From an optimization exercise on the open Yosys and OpenROAD flow, aimed at small area and a short achievable clock period; shortcuts taken in it are not production practice. The RTL was checked by simulation tests, not by an equivalence proof against the original design. No activity file was given, so power comes from the tool's default toggle rates.

$ cat flow/design.v
package nlb_pkg;
  typedef enum logic [2:0]
  {
    LPBK1 = 3'd0,
    READ  = 3'd1,
    WRITE = 3'd2,
    TRPUT = 3'd3
  } nlb_mode_e;
  typedef struct packed
  {
    logic [64-4:0] rsvd;
    logic force_cmp;
    logic start;
    logic test_rst_n;
  } nlb_ctl_t;
  typedef struct packed
  {
    logic [64-6:0] rsvd_hi;
    nlb_mode_e mode;
    logic [1:0] rsvd_lo;
  } nlb_cfg_t;
  typedef union packed
  {
    logic [64-1:0] raw;
    nlb_ctl_t ctl;
    nlb_cfg_t cfg;
  } nlb_csr_word_u;
endpackage
`timescale 1ns/1ps
module nlb_lpbk
(
  input  logic                    Clk_400,
  input  logic                    rst_n,
  input  logic                    mmio_wr_valid,
  input  logic                    mmio_rd_valid,
  input  logic [16-1:0] mmio_addr,
  input  logic [16-1:0]   mmio_tid,
  input  logic [64-1:0] mmio_wdata,
  output logic                    mmio_rsp_valid,
  output logic [16-1:0]   mmio_rsp_tid,
  output logic [64-1:0] mmio_rsp_data,
  output logic                    rd_req_valid,
  output logic [42-1:0]  rd_req_addr,
  output logic [16-1:0]   rd_req_tid,
  input  logic                    rd_almfull,
  input  logic                    rd_rsp_valid,
  input  logic [16-1:0]   rd_rsp_tid,
  input  logic [512-1:0]  rd_rsp_data,
  output logic                    wr_req_valid,
  output logic [42-1:0]  wr_req_addr,
  output logic [16-1:0]   wr_req_tid,
  output logic [512-1:0]  wr_req_data,
  input  logic                    wr_almfull,
  input  logic                    wr_rsp_valid,
  input  logic [16-1:0]   wr_rsp_tid
);
  logic [64-1:0] scratch;
  logic [64-1:0] src_reg;
  logic [64-1:0] dst_reg;
  logic [32-1:0]   num_lines;
  logic [64-1:0] ctl;
  logic [64-1:0] ctl_nx;
  logic [64-1:0] cfg;
  logic [64-1:0] rd_data;
  logic run;
  logic run_nx;
  logic cfg_wr_en;
  assign run    = ctl[0] & ctl[1];
  assign ctl_nx = !rst_n ? '0
                : (mmio_wr_valid && mmio_addr == 16'h0138) ? mmio_wdata : ctl;
  assign run_nx = ctl_nx[0] & ctl_nx[1];
  assign cfg_wr_en = mmio_wr_valid & ~run;
  always_ff @(posedge Clk_400)
  begin
    ctl <= ctl_nx;
    if (!rst_n)
    begin
      src_reg   <= '0;
      dst_reg   <= '0;
      num_lines <= '0;
      cfg       <= '0;
    end
    else if (cfg_wr_en)
    begin
      case (mmio_addr)
        16'h0120:  src_reg   <= mmio_wdata;
        16'h0128:  dst_reg   <= mmio_wdata;
        16'h0130: num_lines <= mmio_wdata[32-1:0];
        16'h0140:       cfg       <= mmio_wdata;
        default:            ;
      endcase
    end
  end
  always_ff @(posedge Clk_400)
  begin
    if (cfg_wr_en && mmio_addr == 16'h0100)
      scratch <= mmio_wdata;
  end
  logic m_copy;    
  logic m_pat;     
  logic m_rd;      
  logic m_wr;      
  logic need_r;    
  logic [2:0] mode_nx;
  assign mode_nx = !rst_n ? 3'd0
                 : (cfg_wr_en && mmio_addr == 16'h0140) ? mmio_wdata[4:2] : cfg[4:2];
  always_ff @(posedge Clk_400)
  begin
    m_copy <= (mode_nx == 3'd0);
    m_pat  <= (mode_nx[2:1] == 2'b01);
    m_rd   <= (mode_nx != 3'd2);
    m_wr   <= (mode_nx == 3'd0) | (mode_nx[2:1] == 2'b01);
    need_r <= (mode_nx != 3'd0) & (mode_nx != 3'd2);
  end
  logic run_q;       
  logic going;       
  logic going_nx;
  logic done_q;
  logic done_nx;
  logic test_done;
  logic td_nx;
  logic all_done;
  logic [63:0] num_clocks;
  logic [32-1:0] num_reads;
  logic [32-1:0] num_writes;
  assign all_done = (~m_wr | (num_writes == num_lines))
                  & (~need_r | (num_reads == num_lines));
  assign done_nx  = rst_n & run & (done_q | all_done);
  assign going_nx = run_nx & run;
  assign td_nx    = done_nx | (going_nx & ctl_nx[2]);
  always_ff @(posedge Clk_400)
  begin
    run_q     <= rst_n & run;
    going     <= going_nx;
    done_q    <= done_nx;
    test_done <= td_nx;
    if (!rst_n || !run)
      num_clocks <= '0;
    else if (!test_done)
      num_clocks <= num_clocks + 64'd1;
  end
  logic [32-1:0]  line_idx;
  logic [32-1:0]  line_inc;
  logic [42-1:0] rd_addr_q;
  logic [42-1:0] rd_addr_inc;
  logic [2:0]             pend;
  logic [2:0]             pend_nx;
  logic                   rd_more;
  logic                   rd_more_nx;
  logic                   lines_nz;
  logic                   rd_can;
  assign rd_req_valid = rd_can & ~rd_almfull & ~(m_copy & wr_almfull);
  assign rd_req_addr  = rd_addr_q;
  assign rd_req_tid   = line_idx[16-1:0];
  assign lines_nz    = (num_lines != '0);
  assign line_inc    = line_idx + 1'b1;
  assign rd_addr_inc = rd_addr_q + 1'b1;
  always_comb
  begin
    if (!run_q)
    begin
      rd_more_nx = lines_nz;
      pend_nx    = 3'd0;
    end
    else
    begin
      rd_more_nx = rd_req_valid ? (line_inc != num_lines) : rd_more;
      if (rd_req_valid && !rd_rsp_valid)
        pend_nx = pend + 3'd1;
      else if (!rd_req_valid && rd_rsp_valid)
        pend_nx = pend - 3'd1;
      else
        pend_nx = pend;
    end
  end
  always_ff @(posedge Clk_400)
  begin
    rd_more <= rd_more_nx;
    pend    <= pend_nx;
    rd_can  <= going_nx & m_rd & ~td_nx & rd_more_nx & (pend_nx != 3'd7);
    if (!run_q)
    begin
      line_idx  <= '0;
      rd_addr_q <= src_reg[42-1:0];
    end
    else if (rd_req_valid)
    begin
      line_idx  <= line_inc;
      rd_addr_q <= rd_addr_inc;
    end
  end
  always_ff @(posedge Clk_400)
  begin
    if (!rst_n || !(going && m_rd))
      num_reads <= '0;
    else if (rd_rsp_valid && !test_done)
      num_reads <= num_reads + 1'b1;
  end
  logic [16-1:0]  wr_tid_q;
  logic [42-1:0] wr_addr_q;
  logic [42-1:0] wr_addr_inc;
  logic [512-1:0] wr_data_q;
  logic                   wr_more;
  logic                   wr_more_nx;
  logic                   copy_issue;
  logic                   pat_can;
  logic                   pat_issue;
  logic [32-1:0]  pat_idx;
  logic [32-1:0]  pat_inc;
  logic [32-1:0]  pat_nx;
  assign pat_idx   = wr_data_q[32-1:0];
  assign pat_issue = pat_can & ~wr_almfull;
  assign wr_req_valid = copy_issue | pat_issue;
  assign wr_req_addr  = wr_addr_q;
  assign wr_req_tid   = wr_tid_q;
  assign wr_req_data  = wr_data_q;
  assign pat_inc     = pat_idx + 1'b1;
  assign wr_addr_inc = wr_addr_q + 1'b1;
  assign pat_nx      = !run_q ? '0 : pat_issue ? pat_inc : pat_idx;
  assign wr_more_nx  = !run_q ? lines_nz : pat_issue ? (pat_inc != num_lines) : wr_more;
  always_ff @(posedge Clk_400)
  begin
    copy_issue <= rd_rsp_valid & run & run_nx & m_copy & ~td_nx;
    pat_can    <= going_nx & m_pat & ~td_nx & wr_more_nx;
    wr_more    <= wr_more_nx;
    if (m_copy)
    begin
      wr_tid_q  <= rd_rsp_tid;
      wr_data_q <= rd_rsp_data;
      wr_addr_q <= dst_reg[42-1:0] + 42'(rd_rsp_tid);
    end
    else
    begin
      wr_tid_q  <= pat_nx[16-1:0];
      wr_data_q <= {(512/32){pat_nx}};
      if (!run_q)
        wr_addr_q <= dst_reg[42-1:0];
      else if (pat_issue)
        wr_addr_q <= wr_addr_inc;
    end
  end
  always_ff @(posedge Clk_400)
  begin
    if (!rst_n || !(going && m_wr))
      num_writes <= '0;
    else if (wr_rsp_valid && !test_done)
      num_writes <= num_writes + 1'b1;
  end
  always_comb
  begin
    case (mmio_addr)
      16'h0000:       rd_data = 64'h1000_0100_0000_0001;
      16'h0100:   rd_data = scratch;
      16'h0120:  rd_data = src_reg;
      16'h0128:  rd_data = dst_reg;
      16'h0130: rd_data = {{(64-32){1'b0}}, num_lines};
      16'h0138:       rd_data = ctl;
      16'h0140:       rd_data = cfg;
      16'h0160:    rd_data = {{(64-1){1'b0}}, test_done};
      16'h0168:    rd_data = {num_writes, num_reads};
      16'h0170:    rd_data = num_clocks;
      default:            rd_data = '0;
    endcase
  end
  always_ff @(posedge Clk_400)
  begin
    mmio_rsp_valid <= rst_n & mmio_rd_valid;
    mmio_rsp_tid   <= mmio_tid;
    mmio_rsp_data  <= rd_data;
  end
endmodule
$ cat flow/flow/run.sh
#!/bin/bash
# Standard ORFS layout, with plain buf_1 cells as the port buffers and a
# clock tree of larger sink clusters without dummy loads.
set -euo pipefail
export BUFFER_PORTS_ARGS="-buffer_cell sky130_fd_sc_hd__buf_1"
export CTS_ARGS="-sink_clustering_enable -repair_clock_nets -dont_use_dummy_load -sink_clustering_size 24 -sink_clustering_max_diameter 150 -buf_list {sky130_fd_sc_hd__clkbuf_16}"
bash standard.sh finish > run_standard.log 2>&1
$ cat flow/standard.sh
#!/bin/bash
# synth_recipe.tcl (not shown) runs the flow's synth.tcl, then flattens the netlist and writes it again
# the make line also repeats each setting of config.mk as NAME=value (left out here)
make -C /OpenROAD-flow-scripts/flow DESIGN_CONFIG=/design/flow/config.mk WORK_HOME=/design/flow/orfs CLKGATE_MAP_FILE= SYNTH_SCRIPT=/design/flow/synth_recipe.tcl "${@:-finish}"
$ cat flow/config.mk
export PLATFORM = sky130hd
export DESIGN_NAME = nlb_lpbk
export DESIGN_NICKNAME = nlb_lpbk
export VERILOG_FILES = /design/flow/design.v
export SDC_FILE = /design/flow/constraint.sdc
export NUM_CORES = 4
export LEC_CHECK = 0
export ABC_CLOCK_PERIOD_IN_PS = 3000
export CAP_MARGIN = 20
export CORE_AREA = 10 10 490 490
export DIE_AREA = 0 0 500 500
export SETUP_SLACK_MARGIN = 3.3
export SLEW_MARGIN = 20
$ cat flow/constraint.sdc
create_clock -name core_clock -period 6.0 [get_ports {Clk_400}]
set_input_delay 1.2000 -clock core_clock [delete_from_list [all_inputs] [get_ports {Clk_400}]]
set_output_delay 1.2000 -clock core_clock [all_outputs]
set_load 0.01 [all_outputs]
==> results of run 1 <==
-- placed cells by master, fill, tap and decap left out, drive strengths merged, types with 5 or more instances in the layout --
cell type | Yosys | layout
a211oi | 20 | 20
a21boi | 288 | 288
a21o | 179 | 179
a21oi | 118 | 118
a221oi | 35 | 35
a222oi | 30 | 30
a22o | 32 | 32
a22oi | 126 | 126
a311oi | 12 | 12
a31oi | 9 | 9
and2 | 29 | 36
and3 | 48 | 50
and4 | 29 | 29
buf | 60 | 1691
clkbuf | 325 | 85
dfxtp | 1074 | 1074
diode | 0 | 129
edfxtp | 148 | 148
ha | 25 | 25
inv | 39 | 39
mux2i | 14 | 14
nand2 | 1540 | 1541
nand2b | 11 | 11
nand3 | 177 | 177
nand3b | 7 | 7
nand4 | 81 | 81
nor2 | 282 | 285
nor2b | 11 | 11
nor3 | 47 | 47
nor4 | 61 | 61
o211ai | 11 | 11
o21ai | 86 | 86
or3 | 50 | 50
or3b | 4 | 5
or4 | 6 | 6
xnor2 | 161 | 161
xor2 | 231 | 231
-- final cells by class --
| cell class | instances | area [um^2] |
|---|---|---|
| fill | 24950 | 164600 |
| multi-input combinational | 3838 | 23230 |
| antenna | 129 | 322.8 |
| inverter | 40 | 162.7 |
| tap | 3026 | 3786 |
| clock buffer | 59 | 1476 |
| sequential | 1222 | 26360 |
| timing repair buffer | 1719 | 9763 |
-- power breakdown --
part / internal [mW] / switching, mW
Clock: 1.75 / 3.01
Sequential: 8.43 / 0.156
Combinational: 0.454 / 1.12
Total: 10.6 / 4.29
-- per-stage QoR --
stage | setup WS (ns) | instance area (um^2) | total power [mW]
floorplan | 2.430 | 50100 | 9.091
global placement | 1.656 | 57850 | 10.19
detailed placement | 1.640 | 57870 | 10.18
CTS | 3.025 | 63270 | 14.99
global route | 2.993 | 64980 | 15.27
finish | 3.028 | 65100 | 14.93
-- synth_stat cells (all sizes together) (11+ instances only) --
cell / instances / share of area, %
buf: 60 / 0.67
and2: 29 / 0.37
a21boi: 288 / 4.4
xnor2: 161 / 2.9
ha: 25 / 0.64
nand2: 1540 / 12
a21oi: 118 / 1.2
clkbuf: 325 / 2.5
nand2b: 11 / 0.14
nor2: 282 / 2.2
and4: 29 / 0.52
nand4: 81 / 1.1
edfxtp: 148 / 9.0
a221oi: 35 / 0.62
a22o: 32 / 0.57
o21ai: 86 / 0.87
mux2i: 14 / 0.28
a311oi: 12 / 0.21
dfxtp: 1074 / 44
xor2: 231 / 4.1
nand3: 177 / 1.8
a22oi: 126 / 1.9
a222oi: 30 / 0.61
nor3: 47 / 0.50
or3: 50 / 0.65
a21o: 179 / 2.7
o211ai: 11 / 0.17
nor2b: 11 / 0.14
a211oi: 20 / 0.31
nor4: 61 / 0.94
inv: 39 / 0.30
and3: 48 / 0.61
-- repair_timing --
| action | CTS | global route |
|---|---|---|
| endpoints found under the setup margin | 1128 | 531 |
| pin swaps | 85 | 62 |
| endpoints found under the hold margin | 0 | 0 |
| buffers inserted | 190 | 86 |
| cloned | 11 | 7 |
| gates resized for setup | 1051 | 172 |
| hold buffers | 0 | 0 |
-- routing by layer --
layer | global-route usage, % | routed length (um) | up-vias
met3 | 15.60 | 56850 | 728
met5 | 0 | 587 | -
met4 | 14.22 | 24990 | 92
met1 | 35.23 | 150300 | 25780
li1 | - | - | 21470
met2 | 49.78 | 186500 | 3242
-- cells by family (layout without fill, tap and decap cells) --
| kind of cell | after synthesis | after routing |
|---|---|---|
| AO/OA/AOI/OAI | 985 | 985 |
| XOR/XNOR | 392 | 392 |
| adder cells (fa/ha/maj) | 28 | 28 |
| buffers and inverters | 425 | 1818 |
| flip-flops | 1222 | 1222 |
| multiplexers | 17 | 17 |
| other | 0 | 129 |
| AND/OR/NAND/NOR | 2401 | 2416 |
-- path summary, 6_finish.rpt --
check	startpoint	slack, ns	endpoint	cells past startpoint
worst max-delay path	wr_almfull	3.03	rd_req_valid	6
worst max register to register	dst_reg[20]	3.10	wr_addr_q[37]	8
worst min register to register	scratch[2]	0.42	mmio_rsp_data[2]	2
worst min-delay path	scratch[2]	0.42	mmio_rsp_data[2]	2
-- tightest hold or removal path: cells and delay by family (launching register included) --
kind / cells / cell delay (ns)
AND/OR/NAND/NOR: 1 / 0.08
AO/OA/AOI/OAI: 1 / 0.08
flip-flops: 1 / 0.34
==> summary.md, run 1 <==
| Metric | Value |
|---|---|
| # port buffers | `1342` |
| Distinct cell type count after synthesis | `85` |
| Yosys warnings | `1` |
| Arrival time at the worst endpoint | `1.77 ns` |
| Final #Nets | `7554` |
| Routed WL | `419200 um` |
| CTS tree | `built` |
| CTS max path bufs | `3` |
| Minimum clock period | `2.972 ns` |
| Largest family of logic cells by synthesized area | `simple AND/OR/NAND/NOR gates` |
| IO Pins | `1359` |
| CTS root buf | `clkbuf_16` |
| DRC | `0` |
| CTS Sinks | `1222` |
| DIE AREA | `250000 um^2` |
| Leak | `25.90 nW` |
| Area delta synth->final | `32.33%` |
| Slowest-stage cell, CP | `buf_6` |
| Largest net degree at the start of global routing | `205` |
| Vias in the first global route | `47370` |
| Rel. slew slack | `21.81%` |
| Seq cells post-synth | `1222` |
| Die width | `500 um` |
| DR vias/cell | `5.114` |
| DR WL/cell | `41.78 um` |
| Power density over the cells | `229.4 nW/um^2` |
| Path type of the worst min-delay path | `flip-flop to flip-flop` |
| Post-Synth Simple-Gate Area | `21.28%` |
| CP bufs+invs | `4` |
| IR drop worst, VDD | `0.0002667 V` |
| Max Slew Vio Count | `0` |
| Largest Register | `wr_data_q` |
| Die height | `500 um` |
| Starting Density | `21.42%` |
| Top FF cell, synth | `dfxtp_1` |
| Htree depth | `2` |
| DR iter-0 viols | `6705` |
| Synth Area in Adders | `0.7172%` |
| Startpoint types | `input port` |
| Cts bufs inserted | `59` |
| # placed instances | `9551` |
| Worst-Margin Slew | `1.173 ns` |
| Critical-path cell list | `buf_8 -> nand2_4 -> nand3b_1 -> buf_6 -> inv_12 -> buf_8` |
| Initial antenna violation count | `193` |
| Crit path capture type | `primary output` |
| Tcrit/Tclk final | `49.54%` |
| Gr usage total | `31.35%` |
| GRT overflow | `0` |
| Post-synthesis cell count | `5470` |
| Synth Area in XOR/XNOR | `6.979%` |
| Core area | `229700 um^2` |
| Post-Route Utilization | `28.34%` |
| Total count of hold-check failures in the final report | `0` |
| Critical path class | `input port to primary output` |
| Top delay family on crit path | `buffers and inverters` |
| Max frequency | `336.5 MHz` |
| Post-synthesis compound-gate area fraction | `14.47%` |
| Post-synthesis mux area share | `0.3535%` |
| Max Cap Viol | `0` |
| DR vias | `51310` |
| Row count | `176` |
| Synth Cell Area | `49190 um^2` |
| First-pass GRT wire length | `517500 um` |
| Layout cells sized above 1 | `17.20%` |
| Most frequent CP cell | `buf_8` |
| RSZ-0062 raised after global routing | `true` |
| Number of flops mapped to enable cells by yosys | `148` |
| Register area share after synthesis | `52.74%` |
| Status | `finished clean` |
| Final clock skew | `0.1219 ns` |
| Fin cells | `10030` |
| Detail Route Antenna Nets | `0` |
| Setup TNS | `0 ns` |
| Largest fanout on the critical path | `3` |
| Hold_ws | `0.4225 ns` |
| Setup violators final | `0` |
| Post-synth ARST share | `0%` |
| RD Place Congestion | `1.024` |
| Critical Path RT | `4.80 ns` |
| Drt pass-1 iters | `8` |
| Clock Latency Late Sink | `0.84 ns` |
| HPWL Detailed | `337000 um` |
| Synthesized Nets | `6144` |
| Max reg flops | `512` |
| Clock slew at reported path FFs | `0.10 ns` |
| Slowest cell delay on critical path | `0.15 ns` |
| Avg Inst Size Synth | `8.993 um^2` |
==> run 2: changes to the inputs <==
--- a/flow/config.mk
+++ b/flow/config.mk
@@ -9,5 +9,6 @@
 export CAP_MARGIN = 20
 export CORE_AREA = 10 10 490 490
 export DIE_AREA = 0 0 500 500
+export PLACE_DENSITY = 0.75
 export SETUP_SLACK_MARGIN = 3.3
 export SLEW_MARGIN = 20
==> run 2 against run 1 <==
Effect of this change: still clean on timing, DRC and antenna; worst hold slack better by 0.026 ns; register-to-register slack about the same; non-clock buffer count down 99; sequential share of layout area up 0.86 points; die area unchanged; fmax up 0.72%; flip-flop and latch count unchanged.
==> summary.md, run 2 <==
| Metric | Value |
|---|---|
| Max Slew Vio Count | `0 (unchanged)` |
| GRT overflow | `0 (unchanged)` |
| Hold-fix buffers, CTS | `0 (unchanged)` |
| Synth area leaders | `dfxtp_1 44%, nand2_1 12%, edfxtp_1 9.0%` |
| Register area share after synthesis | `52.74% (unchanged)` |
| Avg Inst Size Synth | `8.993 um^2 (unchanged)` |
| Number of flops mapped to enable cells by yosys | `148 (unchanged)` |
| Critical Path RT | `6.49 ns (+1.69 ns)` |
| Top cells by count, synth | `1540 x nand2_1, 1074 x dfxtp_1, 325 x clkbuf_1` |
| Htree depth | `2 (unchanged)` |
| Slowest cell delay on critical path | `0.39 ns (+0.24 ns)` |
| Clock slew at reported path FFs | `0.10 ns (about the same)` |
| # port buffers | `1342 (unchanged)` |
| Status | `finished clean` |
| Most common cell after layout, fill and taps aside | `nand2_1` |
| Hold_ws | `0.4482 ns (+0.02571 ns)` |
| Clock Latency Late Sink | `0.85 ns (about the same)` |
| Largest net degree at the start of global routing | `155 (-24%)` |
| DR WL/cell | `41.49 um (-0.70%)` |
| Arrival time at the worst endpoint | `3.44 ns (+1.67 ns)` |
| Yosys warnings | `1 (unchanged)` |
| Synth Cell Area | `49190 um^2 (unchanged)` |
| Synthesized Nets | `6144 (unchanged)` |
| Cts bufs inserted | `59 (unchanged)` |
| Tcrit/Tclk final | `49.18% (-0.35 points)` |
| Most frequent CP cell | `buf_6` |
| Minimum clock period | `2.951 ns (-0.02129 ns)` |
| Post-synth ARST share | `0% (unchanged)` |
| Register area | `26160 um^2 (-0.77%)` |
| Top FF cell, synth | `dfxtp_1` |
| Power density over the cells | `233.4 nW/um^2 (+1.7%)` |
| Crit path capture type | `flip-flop` |
| Setup violators final | `0 (unchanged)` |
| Area taken by multi-input logic gates | `22990 um^2 (-1.0%)` |
| Drt pass-1 iters | `6 (-2)` |
| Max reg flops | `512 (unchanged)` |
| Critical path class | `input port to flip-flop` |
| Most frequent cells in the layout | `1509 x nand2_1, 997 x dfxtp_1, 938 x buf_1, 299 x buf_2, 268 x buf_4` |
| Die width | `500 um (unchanged)` |
| Setup TNS | `0 ns (unchanged)` |
| Distinct cell type count after synthesis | `85 (unchanged)` |
| Worst-Margin Slew | `1.239 ns (+0.06579 ns)` |
| Layout cells sized above 1 | `15.76% (-1.4 points)` |
| DR iter-0 viols | `6564 (-2.1%)` |
| DIE AREA | `250000 um^2 (unchanged)` |
| RD Place Congestion | `1.014 (-0.95%)` |
| # placed instances | `9551 (unchanged)` |
| Final clock skew | `0.1692 ns (+0.04737 ns)` |
| Max Cap Viol | `0 (unchanged)` |
| CTS max path bufs | `3 (unchanged)` |
| Slowest-stage cell, CP | `a31oi_4` |
| IR drop worst, VDD | `0.0002575 V (-3.4%)` |
| Post-synthesis cell count | `5470 (unchanged)` |
| Fillers | `24860 (-0.36%)` |
| Fin cells | `9871 (-1.6%)` |
| Startpoint types | `input port` |
| Routed WL | `409500 um (-2.3%)` |
| Most common cell in the synthesized netlist | `nand2_1` |
| First-pass GRT wire length | `501800 um (-3.0%)` |
| CTS tree | `built` |
| Gr usage total | `30.78% (-0.57 points)` |
| Largest fanout on the critical path | `7 (+4)` |
| Leak | `25.30 nW (-2.3%)` |
| Vias in the first global route | `44720 (-5.6%)` |
| Initial antenna violation count | `296 (+53%)` |
| Final #Nets | `7454 (-1.3%)` |
| Largest Register | `wr_data_q` |
| Area leader, netlist | `dfxtp_1` |
| Path type of the worst min-delay path | `input port to flip-flop` |
| HPWL Detailed | `335500 um (-0.45%)` |
| Seq cells post-synth | `1222 (unchanged)` |
| DR vias | `49980 (-2.6%)` |
| CTS Sinks | `1222 (unchanged)` |
| Starting Density | `21.42% (unchanged)` |
| Critical-path cell list | `buf_8 -> ha_4 -> buf_4 -> a211oi_4 -> nor3_2 -> o31ai_1 -> o211ai_1 -> a31oi_4 -> buf_6 -> buf_6 -> nor2_4 -> a311oi_2 -> a211oi_2` |
| RSZ-0062 raised after global routing | `true` |
| Area delta synth->final | `28.58%` |
| Row count | `176 (unchanged)` |
| CTS root buf | `clkbuf_16` |
| Die height | `500 um (unchanged)` |
| Total count of hold-check failures in the final report | `0 (unchanged)` |
| Detail Route Antenna Nets | `0 (unchanged)` |
| Rel. slew slack | `17.31% (-4.5 points)` |
| DR vias/cell | `5.063 (-1.0%)` |
| Area fraction of the dominant cell type after synthesis | `43.71% (unchanged)` |
| DRC | `0 (unchanged)` |
| IO Pins | `1359 (unchanged)` |
| Core area | `229700 um^2 (unchanged)` |
| Max frequency | `338.9 MHz (+0.72%)` |
-- run 2: cell counts after synthesis --
Identical to the previous run, type by type.
-- run 2: timing repair --
action,4_1_cts,5_1_grt
pin swaps,63,55
gates cloned,11,3
buffers inserted,131,49
endpoints found under the setup margin,1188,452
resized for setup,819,143
-- run 2: routing by layer --
metal,vias to the layer above,global-route usage (%),routed length [um]
met5,-,0,539
met4,84,13.99,24190
met3,876,18.51,61650
met2,3321,51.40,191000
met1,24490,30.57,132200
li1,21200,-,-
-- run 2: kinds of logic after synthesis --
family	Yosys count	synth area share, %
multiplexers	17	0.3535
AO/OA/AOI/OAI	985	14.47
AND/OR/NAND/NOR	2401	21.28
adder cells (fa/ha/maj)	28	0.7173
flip-flops	1222	52.74
XOR/XNOR	392	6.979
buffers and inverters	425	3.459
-- run 2: critical path: cells and delay by family --
family	cells	cell delay, ns
buf+inv	4	0.49
simple gates	2	0.13
fa+ha+maj	1	0.15
compound gates	6	1.45
-- run 2: report_power, final --
| group | leakage, nW | internal [mW] | total, mW | switching (mW) |
|---|---|---|---|---|
| sequential | 10.5 | 8.44 | 8.56 | 0.117 |
| clock | 0.727 | 1.75 | 4.73 | 2.97 |
| combinational | 14.1 | 0.410 | 1.48 | 1.07 |
| total | 25.3 | 10.6 | 14.8 | 4.16 |
-- run 2: stage by stage --
stage	cell area, um^2	total power [mW]	util [%]	setup WS (ns)
after floorplan	50100	9.091	-	2.430
after global placement	57800	10.11	25.16	1.857
after detailed placement	57830	10.11	25.18	1.855
after CTS	62110	14.82	27.04	3.057
after global routing	63160	15.12	27.50	2.942
final	63250	14.76	27.54	3.049
-- run 2: final timing paths --
kind | cells after the start | slack [ns] | startpoint | end
worst max-delay path | 13 | 3.05 | rd_rsp_tid[0] | wr_addr_q[33]
worst min-delay path | 1 | 0.45 | mmio_tid[4] | mmio_rsp_tid[4]
worst max register to register | 12 | 3.09 | dst_reg[0] | wr_addr_q[33]
worst min register to register | 2 | 0.46 | dst_reg[50] | dst_reg[50]
-- run 2: layout make-up --
cell class / count / share of cell area, %
multi-input cells: 3837 / 36.34
well taps: 3026 / 5.986
clock buffers: 59 / 2.334
flip-flops and latches: 1222 / 41.35
inverters: 40 / 0.2413
repair buffers: 1620 / 13.48
diodes: 67 / 0.2651
==> run 3: changes to the inputs <==
==> flow/config.mk (replaced) <==
export PLATFORM = sky130hd
export DESIGN_NAME = nlb_lpbk
export DESIGN_NICKNAME = nlb_lpbk
export VERILOG_FILES = /design/flow/design.v
export SDC_FILE = /design/flow/constraint.sdc
export NUM_CORES = 4
export LEC_CHECK = 0
export CAP_MARGIN = 20
export CORE_AREA = 10 10 490 490
export DIE_AREA = 0 0 500 500
export SETUP_SLACK_MARGIN = 3.15
export SLEW_MARGIN = 20
==> run 3 against run 2 <==
Effect of this change: still clean; worst hold slack better by 0.0091 ns; sequential share of layout area up 0.51 points; via count down 1.7%; combinational power about the same; synthesized cell count unchanged; core utilization down 0.39 points; critical endpoint is now wr_addr_q[36]; routed wire length down 1.1%.
==> summary.md, run 3 <==
| Metric | Value |
|---|---|
| Leak | `24.24 nW (-4.2%)` |
| Avg Inst Size Synth | `8.993 um^2 (unchanged)` |
| Area fraction of the dominant cell type after synthesis | `43.71% (unchanged)` |
| Vias in the first global route | `45660 (+2.1%)` |
| DR iter-0 viols | `5697 (-13%)` |
| RSZ-0062 raised after global routing | `true` |
| Worst r2r path cells | `5 (-7)` |
| Placed Area | `57600 um^2 (-0.40%)` |
| RD Place Congestion | `1.034 (+2.0%)` |
| Setup violators final | `0 (unchanged)` |
| Seq cells post-synth | `1222 (unchanged)` |
| Total Power | `14.72 mW (-0.30%)` |
| Row count | `176 (unchanged)` |
| Top FF cell, synth | `dfxtp_1` |
| Top cells by count, synth | `1540 x nand2_1, 1074 x dfxtp_1, 325 x clkbuf_1` |
| Top layer reached by signal wires | `met5` |
| Hold-fix buffers, CTS | `0 (unchanged)` |
| DR vias | `49140 (-1.7%)` |
| Starting Density | `21.42% (unchanged)` |
| Die height | `500 um (unchanged)` |
| Post-synthesis mux area share | `0.3535% (unchanged)` |
| GRT overflow | `0 (unchanged)` |
| Rel. slew slack | `30.38% (+13 points)` |
| NetSw | `4.163 mW (+0.17%)` |
| Area leader, netlist | `dfxtp_1` |
| Final Cell Area | `62340 um^2 (-1.4%)` |
| Sequential fraction of design power | `58.5% (+0.5 points)` |
| Area delta synth->final | `26.73%` |
| Most common cell in the synthesized netlist | `nand2_1` |
| Synth Area in XOR/XNOR | `6.979% (unchanged)` |
| Worst-Margin Slew | `1.040 ns (-0.1982 ns)` |
| CTS max path bufs | `3 (unchanged)` |
| Total count of hold-check failures in the final report | `0 (unchanged)` |
| Most frequent cells in the layout | `1505 x nand2_1, 1082 x buf_1, 1009 x dfxtp_1, 286 x a21boi_0, 262 x nor2_1` |
| Critical path class | `input port to flip-flop` |
| Power density over the cells | `236.0 nW/um^2 (+1.2%)` |
| DIE AREA | `250000 um^2 (unchanged)` |
| Synth Cell Area | `49190 um^2 (unchanged)` |
| Register area share after synthesis | `52.74% (unchanged)` |
| Synth area leaders | `dfxtp_1 44%, nand2_1 12%, edfxtp_1 9.0%` |
| Final #Nets | `7379 (-1.0%)` |
| CTS tree | `built` |
| Path type of the worst min-delay path | `flip-flop to flip-flop` |
| HPWL Detailed | `332800 um (-0.79%)` |
| Initial antenna violation count | `176 (-41%)` |
| Final clock skew | `0.1680 ns (-0.001195 ns)` |
| Critical path origin | `rd_rsp_tid[0]` |
| Post-synthesis compound-gate area fraction | `14.47% (unchanged)` |
| Synthesized Nets | `6144 (unchanged)` |
| DR vias/cell | `4.956 (-2.1%)` |
| Max reg flops | `512 (unchanged)` |
| Cts bufs inserted | `58 (-1.7%)` |
| Post-Synth Simple-Gate Area | `21.28% (unchanged)` |
| Routed WL | `404900 um (-1.1%)` |
| Critical R2R Launch | `m_copy` |
| Sw Share | `28.29% (+0.13 points)` |
| RR Endpoint | `wr_data_q[179]` |
| Yosys warnings | `1 (unchanged)` |
| Gr usage total | `30.56% (-0.22 points)` |
| Core area | `229700 um^2 (unchanged)` |
| Setup TNS | `0 ns (unchanged)` |
| Most common cell after layout, fill and taps aside | `nand2_1` |
| Status | `finished clean` |
| Largest fanout on the critical path | `7 (unchanged)` |
| Int Power | `10.55 mW (-0.48%)` |
| Drt pass-1 iters | `8 (+2)` |
| Max Slew Vio Count | `0 (unchanged)` |
| Distinct cell type count after synthesis | `85 (unchanged)` |
| Clock Latency Late Sink | `0.82 ns (-0.03 ns)` |
| Met1 WL | `130200 um (-1.5%)` |
| IR drop worst, VDD | `0.0002372 V (-7.9%)` |
| Post-synth ARST share | `0% (unchanged)` |
| Startpoint types | `input port` |
| Crit path capture type | `flip-flop` |
| Arrival time at the worst endpoint | `3.66 ns (+0.22 ns)` |
| First-pass GRT wire length | `500700 um (-0.22%)` |
| Number of flops mapped to enable cells by yosys | `148 (unchanged)` |
| Largest family of logic cells by synthesized area | `simple AND/OR/NAND/NOR gates` |
| Minimum clock period | `3.079 ns (+0.1283 ns)` |
| Max frequency | `324.8 MHz (-4.2%)` |
| Largest net degree at the start of global routing | `183 (+18%)` |
| Share of total power in combinational logic | `10.0% (about the same)` |
| Largest Register | `wr_data_q` |
| Met2 wire length | `182400 um (-4.5%)` |
| Htree depth | `2 (unchanged)` |
| Max Cap Viol | `0 (unchanged)` |
| DR WL/cell | `40.84 um (-1.6%)` |
| IO Pins | `1359 (unchanged)` |
| Clock share of power | `31.5% (-0.5 points)` |
| CTS Sinks | `1222 (unchanged)` |
| Clock slew at reported path FFs | `0.11 ns (about the same)` |
| Layout cells sized above 1 | `11.77% (-4.0 points)` |
| # port buffers | `1342 (unchanged)` |
| Crit path to | `wr_addr_q[36]` |
| Tcrit/Tclk final | `51.32% (+2.1 points)` |
| Met3 wire length | `44710 um (-27%)` |
| Detail Route Antenna Nets | `0 (unchanged)` |
| DRC | `0 (unchanged)` |
| Die width | `500 um (unchanged)` |
| Synth Area in Adders | `0.7172% (unchanged)` |
| CTS root buf | `clkbuf_16` |
| Post-synthesis cell count | `5470 (unchanged)` |
| Reg-to-reg slack, setup | `3.01 ns (-0.08 ns)` |
| Critical Path RT | `6.58 ns (+0.09 ns)` |
==> run 3: layout make-up <==
cell class | count | area [um^2]
fillers | 25040 | 167300
flip-flops and latches | 1222 | 26100
multi-input cells | 3840 | 22730
repair buffers | 1543 | 7662
well taps | 3026 | 3786
clock buffers | 58 | 1451
diodes | 186 | 465.4
inverters | 40 | 152.6
==> run 3: kinds of logic after synthesis <==
group                      count (synthesis)
AOI/OAI and AO/OA                        985
xor gates and xnor gates                 392
adders and majority gates                 28
buffers and inverters                    425
DFF                                     1222
muxes                                     17
and+or+nand+nor                         2401
==> run 3: critical path, cell delays in order <==
cell	delay, ns
buf_12	0.11
ha_4	0.16
fa_2	0.35
a21o_1	0.18
a21oi_2	0.19
o211ai_1	0.25
a311o_1	0.50
nand4_1	0.19
buf_4	0.16
nor2_4	0.06
a311oi_2	0.23
nor3_1	0.07
==> run 3: power by group through the flow <==
stage / Sequential [mW] / Combinational, mW / Clock (mW)
6_report: 8.61 / 1.47 / 4.64
5_1_grt: 8.62 / 1.50 / 4.97
4_1_cts: 8.61 / 1.46 / 4.74
3_5_place_dp: 8.80 / 1.39 / 0
3_3_place_gp: 8.80 / 1.39 / 0
2_1_floorplan: 8.81 / 0.277 / 0
==> run 3: how the worst min path moves through the flow <==
| stage | startpoint | endpoint | cells past startpoint |
|---|---|---|---|
| after floorplan | m_pat | pat_can | 2 |
| after global placement | m_pat | pat_can | 2 |
| after detailed placement | m_pat | pat_can | 2 |
| after CTS | mmio_tid[10] | mmio_rsp_tid[10] | 1 |
| after global routing | mmio_tid[11] | mmio_rsp_tid[11] | 1 |
| final | m_pat | pat_can | 2 |
==> run 3: timing repair <==
| action | CTS | global route |
|---|---|---|
| cloned | 15 | 2 |
| pin swaps | 48 | 43 |
| setup buffers | 63 | 40 |
| setup endpoints to repair | 981 | 367 |
| resized for setup | 576 | 144 |
==> run 3: metrics by stage <==
stage / instances / util (%) / setup WS (ns) / hold slack [ns]
finish: 9915 / 27.14 / 2.921 / 0.4573
global route: 9875 / 27.10 / 2.924 / 0.4406
CTS: 9687 / 26.64 / 2.856 / 0.3915
detailed placement: 9551 / 25.08 / 1.657 / 0.4435
global placement: 9551 / 25.08 / 1.716 / 0.4455
floorplan: 5470 / - / 2.429 / 0.3980
==> run 3: metal layers <==
| metal | track usage [%] | vias to the layer above |
|---|---|---|
| met2 | 48.71 | 2799 |
| met4 | 28.80 | 72 |
| li1 | - | 21150 |
| met1 | 30.00 | 24420 |
| met3 | 12.69 | 705 |
| met5 | 0.01903 | - |
==> run 4: changes to the inputs <==
==> flow/flow/run.sh (replaced) <==
#!/bin/bash
# Standard ORFS layout, with plain buf_1 cells as the port buffers and a
# clock tree without dummy loads.
set -euo pipefail
export BUFFER_PORTS_ARGS="-buffer_cell sky130_fd_sc_hd__buf_1"
export CTS_ARGS="-sink_clustering_enable -repair_clock_nets -dont_use_dummy_load"
bash standard.sh finish > run_standard.log 2>&1
--- a/flow/config.mk
+++ b/flow/config.mk
@@ -5,8 +5,9 @@
 export SDC_FILE = /design/flow/constraint.sdc
 export NUM_CORES = 4
 export LEC_CHECK = 0
+export ABC_CLOCK_PERIOD_IN_PS = 3000
 export CAP_MARGIN = 20
 export CORE_AREA = 10 10 490 490
 export DIE_AREA = 0 0 500 500
-export SETUP_SLACK_MARGIN = 3.15
+export SETUP_SLACK_MARGIN = 3.3
 export SLEW_MARGIN = 20
==> run 4 against run 3 <==
Effect of this change: critical endpoint is now rd_req_valid; via count rose by 5.2%; largest power group unchanged; final cell count grew 1.7%; flip-flop and latch count unchanged; clock skew fell by 0.042 ns; core utilization increased by 2.1 points; global-route usage rose by 0.98 points; worst hold slack improved by 0.00091 ns.
==> summary.md, run 4 <==
| Metric | Value |
|---|---|
| Most frequent CP cell | `buf_8` |
| Register area share after synthesis | `52.74% (unchanged)` |
| Hold_ws | `0.4582 ns (+0.0009070 ns)` |
| Synthesized Nets | `6144 (unchanged)` |
| Row count | `176 (unchanged)` |
| Setup violators final | `0 (unchanged)` |
| Leak | `27.03 nW (+12%)` |
| Most common cell after layout, fill and taps aside | `nand2_1` |
| Synth area leaders | `dfxtp_1 44%, nand2_1 12%, edfxtp_1 9.0%` |
| Largest net degree at the start of global routing | `205 (+12%)` |
| Post-synthesis cell count | `5470 (unchanged)` |
| Critical path class | `input port to primary output` |
| Total Power | `18.21 mW (+24%)` |
| Crit path capture type | `primary output` |
| Fin cells | `10080 (+1.7%)` |
| Post-synth ARST share | `0% (unchanged)` |
| Avg Inst Size Synth | `8.993 um^2 (unchanged)` |
| Clock slew at reported path FFs | `0.05 ns (-0.06 ns)` |
| Critical Path RT | `4.80 ns (-1.78 ns)` |
| Area leader, netlist | `dfxtp_1` |
| Final #Nets | `7631 (+3.4%)` |
| Slowest cell delay on critical path | `0.15 ns (-0.35 ns)` |
| Die height | `500 um (unchanged)` |
| Minimum clock period | `2.970 ns (-0.1090 ns)` |
| Post-Route Utilization | `29.20% (+2.1 points)` |
| DR vias | `51670 (+5.2%)` |
| Path type of the worst min-delay path | `flip-flop to flip-flop` |
| Final clock skew | `0.1256 ns (-0.04239 ns)` |
| Htree depth | `4 (+2)` |
| Tcrit/Tclk final | `49.50% (-1.8 points)` |
| Initial antenna violation count | `192 (+9.1%)` |
| Most frequent cells in the layout | `1500 x nand2_1, 992 x buf_1, 920 x dfxtp_1, 384 x buf_4, 261 x nor2_1` |
| RD Place Congestion | `1.024 (-0.98%)` |
| IR drop worst, VDD | `0.0002301 V (-3.0%)` |
| Vias in the first global route | `48340 (+5.9%)` |
| Startpoint types | `input port` |
| IO Pins | `1359 (unchanged)` |
| HPWL Detailed | `337000 um (+1.2%)` |
| Yosys warnings | `1 (unchanged)` |
| Power density over the cells | `271.4 nW/um^2 (+15%)` |
| Layout cells sized above 1 | `18.56% (+6.8 points)` |
| CTS root buf | `clkbuf_16` |
| GRT overflow | `0 (unchanged)` |
| Arrival time at the worst endpoint | `1.77 ns (-1.89 ns)` |
| Detail Route Antenna Nets | `0 (unchanged)` |
| Critical-path cell list | `buf_8 -> nand2_4 -> nand3b_1 -> buf_6 -> inv_12 -> buf_8` |
| Largest Register | `wr_data_q` |
| Number of flops mapped to enable cells by yosys | `148 (unchanged)` |
| Top cells by count, synth | `1540 x nand2_1, 1074 x dfxtp_1, 325 x clkbuf_1` |
| Status | `finished clean` |
| Slowest-stage cell, CP | `buf_6` |
| DR vias/cell | `5.125 (+3.4%)` |
| Clock Latency Late Sink | `0.87 ns (+0.05 ns)` |
| Max Cap Viol | `0 (unchanged)` |
| # placed instances | `9551 (unchanged)` |
| Worst-Margin Slew | `1.000 ns (-0.04011 ns)` |
| Die width | `500 um (unchanged)` |
| DRC | `0 (unchanged)` |
| Gr usage total | `31.54% (+0.98 points)` |
| Max reg flops | `512 (unchanged)` |
| Routed WL | `419700 um (+3.7%)` |
| RSZ-0062 raised after global routing | `true` |
| Max frequency | `336.7 MHz (+3.7%)` |
| Area fraction of the dominant cell type after synthesis | `43.71% (unchanged)` |
| Synth Cell Area | `49190 um^2 (unchanged)` |
| DIE AREA | `250000 um^2 (unchanged)` |
| WHS Path Cells | `2 (unchanged)` |
| Max Slew Vio Count | `0 (unchanged)` |
| Starting Density | `21.42% (unchanged)` |
| Drt pass-1 iters | `6 (-2)` |
| Distinct cell type count after synthesis | `85 (unchanged)` |
| CTS tree | `built` |
| DR WL/cell | `41.63 um (+1.9%)` |
| Core area | `229700 um^2 (unchanged)` |
| Cts bufs inserted | `152 (+160%)` |
| Worst r2r path cells | `11 (+6)` |
| DR iter-0 viols | `6424 (+13%)` |
| Setup TNS | `0 ns (unchanged)` |
| CTS max path bufs | `3 (unchanged)` |
| Hold-fix buffers, CTS | `0 (unchanged)` |
| Seq cells post-synth | `1222 (unchanged)` |
| Largest fanout on the critical path | `3 (-4)` |
| Area delta synth->final | `36.34%` |
| # port buffers | `1342 (unchanged)` |
| First-pass GRT wire length | `519800 um (+3.8%)` |
| Most common cell in the synthesized netlist | `nand2_1` |
| Top FF cell, synth | `dfxtp_1` |
| Total count of hold-check failures in the final report | `0 (unchanged)` |
| CTS Sinks | `1222 (unchanged)` |
| Rel. slew slack | `33.31% (+2.9 points)` |
## run 4: cell types whose count changed in the layout (fill, tap and decap cells not counted), sizes merged
| cell | before | now |
|---|---|---|
| buf | 1453 | 1685 |
| clkbuf | 69 | 170 |
| diode | 186 | 101 |
| clkdlybuf4s15 | 72 | 1 |
| clkdlybuf4s18 | 7 | 0 |
| and2 | 37 | 34 |
| bufbuf | 0 | 2 |
| and4b | 4 | 3 |
| nor2 | 286 | 285 |
## run 4: final cells by class
class | count | area, um^2
clock buffers | 152 | 3804
flip-flops and latches | 1222 | 26320
well taps | 3026 | 3786
repair buffers | 1706 | 9550
fillers | 24780 | 162600
inverters | 40 | 162.7
diodes | 101 | 252.7
multi-input cells | 3835 | 23190
## run 4: logic make-up (layout without fill, tap and decap cells)
kind of cell,Yosys count,in the layout,synth area share [%]
AO/OA/AOI/OAI,985,985,14.47
XOR/XNOR,392,392,6.979
adder cells (fa/ha/maj),28,28,0.7173
buffers and inverters,425,1898,3.459
flip-flops,1222,1222,52.74
multiplexers,17,17,0.3535
other,0,101,0
AND/OR/NAND/NOR,2401,2413,21.28
## run 4: power breakdown
| group | internal, mW | leakage, nW | switching, mW |
|---|---|---|---|
| clock network | 4.41 | 1.87 | 3.63 |
| registers | 8.45 | 10.5 | 0.153 |
| logic | 0.443 | 14.7 | 1.12 |
| total | 13.3 | 27.0 | 4.90 |
## run 4: worst max-delay path, delay by kind of cell
kind                   cells  cell delay [ns]
buffers and inverters      4             0.42
and+or+nand+nor            2             0.14
## run 4: repair_timing
item / CTS / global route
buffers inserted: 194 / 67
pin swaps: 93 / 62
setup endpoints to repair: 1113 / 483
gates cloned: 7 / 9
resized for setup: 1054 / 148
## run 4: final timing paths
path | endpoint | slack (ns) | from
worst max-delay path | rd_req_valid | 3.03 | wr_almfull
worst min-delay path | dst_reg[54] | 0.46 | dst_reg[54]
worst max register to register | wr_addr_q[36] | 3.11 | dst_reg[0]
worst min register to register | dst_reg[54] | 0.46 | dst_reg[54]
## run 4: per-stage QoR
stage,setup WS [ns],cell area [um^2]
2_1_floorplan,2.430,50100
3_3_place_gp,1.656,57850
3_5_place_dp,1.640,57870
4_1_cts,2.913,65600
5_1_grt,2.990,66980
6_report,3.030,67070
## run 4: per-layer routing
metal  vias to the layer above  wire [um]  GRT usage, %
met1                     25880     149200         34.80
met4                       100      23990         14.09
met2                      3302     187500         50.31
li1                      21600          -             -
met3                       792      58380         16.56
met5                         -        678             0
==> run 5: changes to the inputs <==
==> flow/flow/run.sh (replaced) <==
#!/bin/bash
# Standard ORFS layout, with plain buf_1 cells as the port buffers and a
# clock tree of mid-size buffers without dummy loads.
set -euo pipefail
export BUFFER_PORTS_ARGS="-buffer_cell sky130_fd_sc_hd__buf_1"
export CTS_ARGS="-sink_clustering_enable -repair_clock_nets -dont_use_dummy_load -sink_clustering_size 20 -sink_clustering_max_diameter 60 -buf_list {sky130_fd_sc_hd__clkbuf_8 sky130_fd_sc_hd__clkbuf_16}"
bash standard.sh finish > run_standard.log 2>&1
==> run 5 against run 4 <==
Effect of this change: still clean; register-to-register slack barely moved; worst hold slack improved by 0.00054 ns; die area unchanged; synthesized area did not move; routed wire length is 0.31% higher; flip-flop and latch count is the same; total power decreased by 2.1%; combinational power is essentially flat; critical endpoint unchanged; highest routed layer unchanged.
==> summary.md, run 5 <==
| Metric | Value |
|---|---|
| DRC | `0 (unchanged)` |
| Clock share of power | `42.9% (-1.3 points)` |
| Number of flops mapped to enable cells by yosys | `148 (unchanged)` |
| Slowest cell delay on critical path | `0.15 ns (about the same)` |
| Area taken by multi-input logic gates | `23410 um^2 (+0.92%)` |
| Leak | `27.12 nW (+0.35%)` |
| Share of total power in combinational logic | `8.8% (+0.2 points)` |
| IR drop worst, VDD | `0.0002715 V (+18%)` |
| Routed WL | `421000 um (+0.31%)` |
| Final WS setup | `3.032 ns (+0.002600 ns)` |
| GRT overflow | `0 (unchanged)` |
| Arrival time at the worst endpoint | `1.77 ns (about the same)` |
| Distinct cell type count after synthesis | `85 (unchanged)` |
| Largest Register | `wr_data_q` |
| DR WL/cell | `41.72 um (+0.21%)` |
| Clock Latency Late Sink | `0.83 ns (-0.04 ns)` |
| DR vias | `51580 (-0.18%)` |
| RSZ-0062 raised after global routing | `true` |
| Sw Share | `27.04% (+0.11 points)` |
| Tcrit/Tclk final | `49.46% (about the same)` |
| Sequential fraction of design power | `48.3% (+1.0 points)` |
| DR iter-0 viols | `6485 (+0.95%)` |
| Largest net degree at the start of global routing | `205 (unchanged)` |
| Die width | `500 um (unchanged)` |
| Crit path capture type | `primary output` |
| Max Cap Viol | `0 (unchanged)` |
| Power density over the cells | `264.2 nW/um^2 (-2.6%)` |
| Most frequent cells in the layout | `1478 x nand2_1, 983 x buf_1, 911 x dfxtp_1, 354 x buf_4, 261 x nor2_1` |
| Rel. slew slack | `22.02% (-11 points)` |
| Final clock skew | `0.1107 ns (-0.01497 ns)` |
| CTS Sinks | `1222 (unchanged)` |
| WHS Path Cells | `2 (unchanged)` |
| Hold_ws | `0.4587 ns (+0.0005380 ns)` |
| Status | `finished clean` |
| Path type of the worst min-delay path | `flip-flop to flip-flop` |
| Starting Density | `21.42% (unchanged)` |
| Synth Cell Area | `49190 um^2 (unchanged)` |
| Worst r2r path cells | `10 (-1)` |
| Initial antenna violation count | `199 (+3.6%)` |
| Total count of hold-check failures in the final report | `0 (unchanged)` |
| Setup TNS | `0 ns (unchanged)` |
| CTS root buf | `clkbuf_16` |
| Max Slew Vio Count | `0 (unchanged)` |
| First-pass GRT wire length | `523200 um (+0.65%)` |
| Worst-Margin Slew | `1.170 ns (+0.1693 ns)` |
| Most common cell after layout, fill and taps aside | `nand2_1` |
| Post-synth ARST share | `0% (unchanged)` |
| DR vias/cell | `5.111 (-0.28%)` |
| Register area | `26360 um^2 (+0.14%)` |
| Die height | `500 um (unchanged)` |
| IO Pins | `1359 (unchanged)` |
| Int Power | `13.00 mW (-2.3%)` |
| Vias in the first global route | `48300 (-0.085%)` |
| Critical-path cell list | `buf_8 -> nand2_4 -> nand3b_1 -> buf_6 -> inv_12 -> buf_8` |
| Slowest-stage cell, CP | `buf_6` |
| Area leader, netlist | `dfxtp_1` |
| Gr usage total | `31.82% (+0.28 points)` |
| Top cells by count, synth | `1540 x nand2_1, 1074 x dfxtp_1, 325 x clkbuf_1` |
| Setup violators final | `0 (unchanged)` |
| Core area | `229700 um^2 (unchanged)` |
| CTS tree | `built` |
| Drt pass-1 iters | `6 (unchanged)` |
| HPWL Detailed | `337000 um (unchanged)` |
| Area fraction of the dominant cell type after synthesis | `43.71% (unchanged)` |
| Fillers | `24730 (-0.23%)` |
| Startpoint types | `input port` |
| DIE AREA | `250000 um^2 (unchanged)` |
| Area delta synth->final | `37.06%` |
| Layout cells sized above 1 | `19.17% (+0.60 points)` |
| Most common cell in the synthesized netlist | `nand2_1` |
| Hold-fix buffers, CTS | `0 (unchanged)` |
| Avg Inst Size Synth | `8.993 um^2 (unchanged)` |
| Max frequency | `337.0 MHz (about the same)` |
| Critical Path RT | `4.80 ns (about the same)` |
| Yosys warnings | `1 (unchanged)` |
| Detail Route Antenna Nets | `0 (unchanged)` |
| Most frequent CP cell | `buf_8` |
| Synthesized Nets | `6144 (unchanged)` |
| Largest fanout on the critical path | `3 (unchanged)` |
| Minimum clock period | `2.968 ns (-0.002600 ns)` |
| Synth area leaders | `dfxtp_1 44%, nand2_1 12%, edfxtp_1 9.0%` |
| Top FF cell, synth | `dfxtp_1` |
| Clock slew at reported path FFs | `0.04 ns (about the same)` |
| Post-synthesis cell count | `5470 (unchanged)` |
| Reg-to-reg slack, setup | `3.10 ns (about the same)` |
| Final #Nets | `7626 (-0.066%)` |
| Seq cells post-synth | `1222 (unchanged)` |
| Place WS | `1.640 ns (unchanged)` |
| Max reg flops | `512 (unchanged)` |
| CTS max path bufs | `3 (unchanged)` |
| # port buffers | `1342 (unchanged)` |
| RD Place Congestion | `1.024 (unchanged)` |
| Htree depth | `4 (unchanged)` |
| Row count | `176 (unchanged)` |
| Cts bufs inserted | `141 (-7.2%)` |
| Register area share after synthesis | `52.74% (unchanged)` |
| Critical path class | `input port to primary output` |
| NetSw | `4.818 mW (-1.7%)` |
run 5: timing repair:
action | 4_1_cts | 5_1_grt
gates cloned | 16 | 3
gates resized for setup | 1142 | 196
setup endpoints to repair | 1120 | 514
pin swaps | 85 | 76
setup buffers | 196 | 69
run 5: logic make-up after synthesis:
group           count (synthesis)  share of synthesized area [%]
compound gates                985                          14.47
xor+xnor                      392                          6.979
fa+ha+maj                      28                         0.7173
buf+inv                       425                          3.459
flops                        1222                          52.74
mux                            17                         0.3535
simple gates                 2401                          21.28
run 5: routing by layer:
layer  global-route usage, %  routed length, um
met3                   16.63              57720
met5                       0                506
met2                   50.17             187800
met4                   15.76              25310
met1                   35.05             149600
run 5: path summary, 6_finish.rpt:
kind / start / end
setup / recovery: wr_almfull / rd_req_valid
hold / removal: dst_reg[61] / dst_reg[61]
setup reg to reg: dst_reg[4] / wr_addr_q[37]
hold reg to reg: dst_reg[61] / dst_reg[61]
run 5: final cells by class:
cell class                 count  share of cell area (%)
sequential                  1222                   39.09
multi-input combinational   3835                   34.72
timing repair buffer        1712                   14.67
tap                         3026                   5.616
clock buffer                 141                   5.233
antenna                      116                  0.4305
inverter                      40                  0.2412
run 5: power groups by stage:
stage               Sequential (mW)  Combinational, mW  Clock (mW)
finish                         8.60               1.57        7.64
global route                   8.61               1.61        7.99
CTS                            8.60               1.53        7.73
detailed placement             8.80               1.37           0
global placement               8.81               1.38           0
floorplan                      8.81              0.280           0
run 5: per-stage QoR:
| stage | area [um^2] | power (mW) | cells | util [%] |
|---|---|---|---|---|
| final | 67420 | 17.82 | 10090 | 29.35 |
| after global routing | 67340 | 18.21 | 10060 | 29.32 |
| after CTS | 65710 | 17.86 | 9904 | 28.61 |
| after detailed placement | 57870 | 10.18 | 9551 | 25.20 |
| after global placement | 57850 | 10.19 | 9550 | 25.19 |
| after floorplan | 50100 | 9.091 | 5470 | - |
run 5: critical path, delay by kind of cell:
kind                   cells  cell delay [ns]
buffers and inverters      4             0.43
and+or+nand+nor            2             0.13
==> run 6: changes to the inputs <==
==> flow/flow/run.sh (replaced) <==
#!/bin/bash
# Standard ORFS layout, with plain buf_1 cells as the port buffers and a
# clock tree of larger sink clusters without dummy loads.
set -euo pipefail
export BUFFER_PORTS_ARGS="-buffer_cell sky130_fd_sc_hd__buf_1"
export CTS_ARGS="-sink_clustering_enable -repair_clock_nets -dont_use_dummy_load -sink_clustering_size 14 -sink_clustering_max_diameter 100 -buf_list {sky130_fd_sc_hd__clkbuf_8}"
bash standard.sh finish > run_standard.log 2>&1
==> run 6 against run 5 <==
Effect of this change: clock power shrank 38%; first-iteration DRC count shrank 0.63%; cell area grew 3.4%; setup slack lost 0.058 ns; die area is the same; core utilization grew 0.98 points; flip-flop and latch count is the same; highest routed layer unchanged; non-clock buffer count grew 41.
==> summary.md, run 6 <==
| Metric | Value |
|---|---|
| Total count of hold-check failures in the final report | `0 (unchanged)` |
| Most frequent CP cell | `buf_6` |
| Arrival time at the worst endpoint | `1.83 ns (+0.06 ns)` |
| IR drop worst, VDD | `0.0001954 V (-28%)` |
| Top FF cell, synth | `dfxtp_1` |
| CTS root buf | `clkbuf_8` |
| HPWL Detailed | `337000 um (unchanged)` |
| Yosys warnings | `1 (unchanged)` |
| Post-synth ARST share | `0% (unchanged)` |
| Avg Inst Size Synth | `8.993 um^2 (unchanged)` |
| Critical-path cell list | `buf_12 -> buf_6 -> buf_6` |
| Critical Path RT | `4.80 ns (about the same)` |
| Total Power | `15.15 mW (-15%)` |
| Top cells by count, synth | `1540 x nand2_1, 1074 x dfxtp_1, 325 x clkbuf_1` |
| Initial antenna violation count | `199 (unchanged)` |
| DR iter-0 viols | `6444 (-0.63%)` |
| Row count | `176 (unchanged)` |
| Die height | `500 um (unchanged)` |
| Power density over the cells | `217.5 nW/um^2 (-18%)` |
| Largest Register | `wr_data_q` |
| Synth Cell Area | `49190 um^2 (unchanged)` |
| Rel. slew slack | `27.71% (+5.7 points)` |
| Hold-fix buffers, CTS | `0 (unchanged)` |
| Most common cell in the synthesized netlist | `nand2_1` |
| Distinct cell type count after synthesis | `85 (unchanged)` |
| Most frequent cells in the layout | `1489 x nand2_1, 665 x dfxtp_1, 661 x buf_1, 389 x buf_4, 306 x buf_6` |
| Minimum clock period | `3.025 ns (+0.05769 ns)` |
| CTS tree | `built` |
| Path type of the worst min-delay path | `input port to flip-flop` |
| Final clock skew | `0.1301 ns (+0.01942 ns)` |
| Crit path capture type | `primary output` |
| Area delta synth->final | `41.65%` |
| Clock Latency Late Sink | `0.99 ns (+0.16 ns)` |
| Max Slew Vio Count | `0 (unchanged)` |
| CTS Sinks | `1222 (unchanged)` |
| Gr usage total | `31.54% (-0.28 points)` |
| Setup violators final | `0 (unchanged)` |
| Layout cells sized above 1 | `27.03% (+7.9 points)` |
| Max reg flops | `512 (unchanged)` |
| Largest fanout on the critical path | `2 (-1)` |
| DRC | `0 (unchanged)` |
| GRT overflow | `0 (unchanged)` |
| Most common cell after layout, fill and taps aside | `nand2_1` |
| Max frequency | `330.5 MHz (-1.9%)` |
| Core area | `229700 um^2 (unchanged)` |
| Setup TNS | `0 ns (unchanged)` |
| CTS max path bufs | `3 (unchanged)` |
| Starting Density | `21.42% (unchanged)` |
| Fillers | `24490 (-0.95%)` |
| RSZ-0062 raised after global routing | `true` |
| DIE AREA | `250000 um^2 (unchanged)` |
| Worst-Margin Slew | `1.080 ns (-0.08929 ns)` |
| # port buffers | `1342 (unchanged)` |
| Slowest-stage cell, CP | `edfxtp_1` |
| Vias in the first global route | `48170 (-0.27%)` |
| Detail Route Antenna Nets | `0 (unchanged)` |
| Post-synthesis cell count | `5470 (unchanged)` |
| Register area share after synthesis | `52.74% (unchanged)` |
| DR WL/cell | `41.66 um (-0.13%)` |
| Seq cells post-synth | `1222 (unchanged)` |
| Synth area leaders | `dfxtp_1 44%, nand2_1 12%, edfxtp_1 9.0%` |
| Drt pass-1 iters | `7 (+1)` |
| Slowest cell delay on critical path | `0.45 ns (+0.30 ns)` |
| Status | `finished clean` |
| Cts bufs inserted | `108 (-23%)` |
| DR vias/cell | `5.108 (about the same)` |
| Synthesized Nets | `6144 (unchanged)` |
| Final #Nets | `7632 (+0.079%)` |
| RD Place Congestion | `1.024 (unchanged)` |
| Startpoint types | `flip-flop` |
| Routed WL | `421200 um (about the same)` |
| Critical path class | `flip-flop to primary output` |
| DR vias | `51640 (+0.12%)` |
| Die width | `500 um (unchanged)` |
| Largest net degree at the start of global routing | `205 (unchanged)` |
| Area leader, netlist | `dfxtp_1` |
| Tcrit/Tclk final | `50.42% (+0.96 points)` |
| Clock slew at reported path FFs | `0.11 ns (+0.07 ns)` |
| Area fraction of the dominant cell type after synthesis | `43.71% (unchanged)` |
| Number of flops mapped to enable cells by yosys | `148 (unchanged)` |
| First-pass GRT wire length | `521000 um (-0.41%)` |
| IO Pins | `1359 (unchanged)` |
| Max Cap Viol | `0 (unchanged)` |
| Leak | `28.38 nW (+4.6%)` |
| Htree depth | `3 (-1)` |
==> run 6: cell counts after synthesis <==
No cell type changed its count.
==> run 6: worst max-delay path: cells and delay by family, from the launching register on <==
kind,cells,cell delay [ns]
buffers and inverters,3,0.39
flip-flops,1,0.45
==> run 6: repair_timing <==
item                                     CTS  global route
endpoints found under the hold margin      0             0
gates resized for setup                 2580           201
pin swaps                                 82            51
setup buffers                            231            75
endpoints found under the setup margin  1382           760
gates cloned                               7             9
==> run 6: final timing paths <==
kind | startpoint | to | slack, ns | cells after the start
worst min-delay path | mmio_tid[5] | mmio_rsp_tid[5] | 0.36 | 1
worst max-delay path | rd_addr_q[0] | rd_req_addr[0] | 2.97 | 3
worst max register to register | dst_reg[0] | wr_addr_q[32] | 3.06 | 12
worst min register to register | dst_reg[53] | mmio_rsp_data[53] | 0.44 | 2
==> run 6: per-layer routing <==
layer,vias up,track usage (%),wire length [um]
li1,21590,-,-
met1,26000,34.83,149300
met5,-,0,493
met2,3191,49.16,185600
met4,82,16.03,26880
met3,779,16.85,58950
==> run 6: where the power goes <==
| part | switching (mW) | total [mW] | internal (mW) |
|---|---|---|---|
| registers | 0.185 | 8.61 | 8.43 |
| logic | 1.13 | 1.80 | 0.673 |
| clock network | 3.14 | 4.74 | 1.59 |
| total | 4.46 | 15.2 | 10.7 |
==> run 6: cells by family after synthesis <==
| family | share of synthesized area (%) |
|---|---|
| AND/OR/NAND/NOR | 21.28 |
| flip-flops | 52.74 |
| AO/OA/AOI/OAI | 14.47 |
| buffers and inverters | 3.459 |
| XOR/XNOR | 6.979 |
| adder cells (fa/ha/maj) | 0.7173 |
| multiplexers | 0.3535 |
==> run 6: layout make-up <==
cell class	count	area (um^2)	area share [%]
diodes	129	322.8	0.4632
clock buffers	108	1486	2.133
inverters	40	162.7	0.2334
multi-input cells	3833	23190	33.28
flip-flops and latches	1222	26870	38.56
well taps	3026	3786	5.433
repair buffers	1753	13870	19.90
==> run 6: per-stage QoR <==
step	worst slack [ns]	area [um^2]	hold WS, ns	utilization (%)	std cells
final	2.975	69680	0.3626	30.34	10110
after CTS	2.900	67800	0.2641	29.52	9897
after global routing	2.912	69560	0.2962	30.29	10060
after global placement	1.656	57850	0.4462	25.19	9550
after detailed placement	1.640	57870	0.4529	25.20	9551
after floorplan	2.430	50100	0.3980	-	5470
==> run 7: changes to the inputs <==
==> flow/flow/run.sh (replaced) <==
#!/bin/bash
# Standard ORFS layout, with plain buf_1 cells as the port buffers and a
# clock tree of larger sink clusters without dummy loads.
set -euo pipefail
export BUFFER_PORTS_ARGS="-buffer_cell sky130_fd_sc_hd__buf_1"
export CTS_ARGS="-sink_clustering_enable -repair_clock_nets -dont_use_dummy_load -sink_clustering_size 20 -sink_clustering_max_diameter 120 -buf_list {sky130_fd_sc_hd__clkbuf_16}"
bash standard.sh finish > run_standard.log 2>&1
--- a/flow/config.mk
+++ b/flow/config.mk
@@ -5,9 +5,9 @@
 export SDC_FILE = /design/flow/constraint.sdc
 export NUM_CORES = 4
 export LEC_CHECK = 0
-export ABC_CLOCK_PERIOD_IN_PS = 3000
 export CAP_MARGIN = 20
 export CORE_AREA = 10 10 490 490
 export DIE_AREA = 0 0 500 500
+export PLACE_DENSITY = 0.75
 export SETUP_SLACK_MARGIN = 3.3
 export SLEW_MARGIN = 20
==> run 7 against run 6 <==
Effect of this change: total power rose by 1.5%; clock skew fell by 0.033 ns; clock power rose by 13%; critical path depth rose by 2; clock-buffer cell count fell by 33; routed wire length fell by 3.2%; critical path type is now input port to primary output; largest cell class unchanged.
==> summary.md, run 7 <==
| Metric | Value |
|---|---|
| Status | `finished clean` |
| Crit path capture type | `primary output` |
| DR iter-0 viols | `6218 (-3.5%)` |
| Number of flops mapped to enable cells by yosys | `148 (unchanged)` |
| Routed WL | `407600 um (-3.2%)` |
| Setup TNS | `0 ns (unchanged)` |
| Tcrit/Tclk final | `49.05% (-1.4 points)` |
| DR vias/cell | `5.043 (-1.3%)` |
| Synth Cell Area | `49190 um^2 (unchanged)` |
| Worst-Margin Slew | `1.077 ns (-0.003554 ns)` |
| Final clock skew | `0.09731 ns (-0.03278 ns)` |
| Largest Register | `wr_data_q` |
| Most frequent cells in the layout | `1506 x nand2_1, 998 x dfxtp_1, 959 x buf_1, 291 x buf_2, 261 x nor2_1` |
| Post-synthesis cell count | `5470 (unchanged)` |
| DIE AREA | `250000 um^2 (unchanged)` |
| Synth Area in Adders | `0.7172% (unchanged)` |
| Row count | `176 (unchanged)` |
| CTS root buf | `clkbuf_16` |
| Post-Synth Simple-Gate Area | `21.28% (unchanged)` |
| Power density over the cells | `242.2 nW/um^2 (+11%)` |
| RSZ-0062 raised after global routing | `true` |
| Largest fanout on the critical path | `3 (+1)` |
| Avg Inst Size Synth | `8.993 um^2 (unchanged)` |
| Synthesized Nets | `6144 (unchanged)` |
| Top FF cell, synth | `dfxtp_1` |
| # port buffers | `1342 (unchanged)` |
| Critical path class | `input port to primary output` |
| HPWL Detailed | `335500 um (-0.45%)` |
| Core area | `229700 um^2 (unchanged)` |
| Largest net degree at the start of global routing | `155 (-24%)` |
| Path type of the worst min-delay path | `flip-flop to flip-flop` |
| Fin cells | `9900 (-2.1%)` |
| Rel. slew slack | `28.12% (+0.40 points)` |
| Cts bufs inserted | `75 (-31%)` |
| Yosys warnings | `1 (unchanged)` |
| Die width | `500 um (unchanged)` |
| Vias in the first global route | `44590 (-7.4%)` |
| Synth Area in XOR/XNOR | `6.979% (unchanged)` |
| Starting Density | `21.42% (unchanged)` |
| DR vias | `49930 (-3.3%)` |
| Area fraction of the dominant cell type after synthesis | `43.71% (unchanged)` |
| Distinct cell type count after synthesis | `85 (unchanged)` |
| Hold-fix buffers, CTS | `0 (unchanged)` |
| Layout cells sized above 1 | `15.53% (-11 points)` |
| Fillers | `24830 (+1.4%)` |
| Post-synth ARST share | `0% (unchanged)` |
| Minimum clock period | `2.943 ns (-0.08200 ns)` |
| DRC | `0 (unchanged)` |
| Synth area leaders | `dfxtp_1 44%, nand2_1 12%, edfxtp_1 9.0%` |
==> run 7: cell count changes in the layout (fill, tap and decap cells not counted), moves of 123 or more <==
cell     before  now
dfxtp_2     245   35
buf_6       306   42
buf_1       661  959
buf_4       389  258
dfxtp_1     665  998
dfxtp_4     164   41
buf_2       157  291
buf_12      157   23
==> run 7: area by class of cell <==
class | instances | area, um^2 | share of cell area [%]
well taps | 3026 | 3786 | 5.962
inverters | 40 | 152.6 | 0.2404
clock buffers | 75 | 1877 | 2.955
repair buffers | 1618 | 8401 | 13.23
multi-input cells | 3832 | 22930 | 36.11
diodes | 87 | 217.7 | 0.3428
flip-flops and latches | 1222 | 26140 | 41.17
==> run 7: critical path: stages <==
cell and delay [ns]:
buf_8 0.11, nand2_2 0.04, nand3b_1 0.14, inv_4 0.12, buf_6 0.13
==> run 7: power by group <==
part	leakage, nW	switching [mW]	total [mW]	internal [mW]
clock network	0.925	3.13	5.35	2.23
logic	14.0	1.06	1.47	0.404
registers	10.5	0.120	8.56	8.44
total	25.4	4.31	15.4	11.1
==> run 7: repair_timing <==
action | 4_1_cts | 5_1_grt
pin swaps | 67 | 52
gates cloned | 8 | 2
buffers inserted | 120 | 57
gates resized for setup | 767 | 142
endpoints found under the setup margin | 1164 | 413
==> run 7: logic make-up (layout without fill, tap and decap cells) <==
kind of cell / count (synthesis) / count (layout)
adders and majority gates: 28 / 28
buffers and inverters: 425 / 1733
other: 0 / 87
AOI/OAI and AO/OA: 985 / 985
DFF: 1222 / 1222
and+or+nand+nor: 2401 / 2410
muxes: 17 / 17
xor gates and xnor gates: 392 / 392
==> run 7: layer usage <==
layer	wire (um)	up-vias	GRT usage [%]
met1	133600	24490	30.61
met5	541	-	0
met4	25170	80	14.56
met2	188600	3235	50.77
met3	59650	869	18.51
li1	-	21250	-
==> run 7: path summary, 6_finish.rpt <==
check | startpoint | end | slack [ns] | cells after the start
worst min-delay path | dst_reg[61] | dst_reg[61] | 0.46 | 2
worst max-delay path | wr_almfull | rd_req_valid | 3.06 | 5
worst max register to register | dst_reg[1] | wr_addr_q[33] | 3.16 | 11
worst min register to register | dst_reg[61] | dst_reg[61] | 0.46 | 2
==> run 7: metrics by stage <==
stage	power, mW	cell area, um^2	util, %	setup slack [ns]
6_report	15.38	63510	27.65	3.057
3_5_place_dp	10.11	57830	25.18	1.855
5_1_grt	15.73	63370	27.59	3.044
3_3_place_gp	10.11	57800	25.16	1.857
4_1_cts	15.44	62240	27.10	3.057
2_1_floorplan	9.091	50100	-	2.430

Setup slack of run 7, layout unchanged: 3.057 ns with ideal ports, 2.922 ns with driving cells assumed (clock clkbuf_16, inputs buf_2), 2.188 ns with port delays also shifted by the 0.846 ns mid clock arrival.
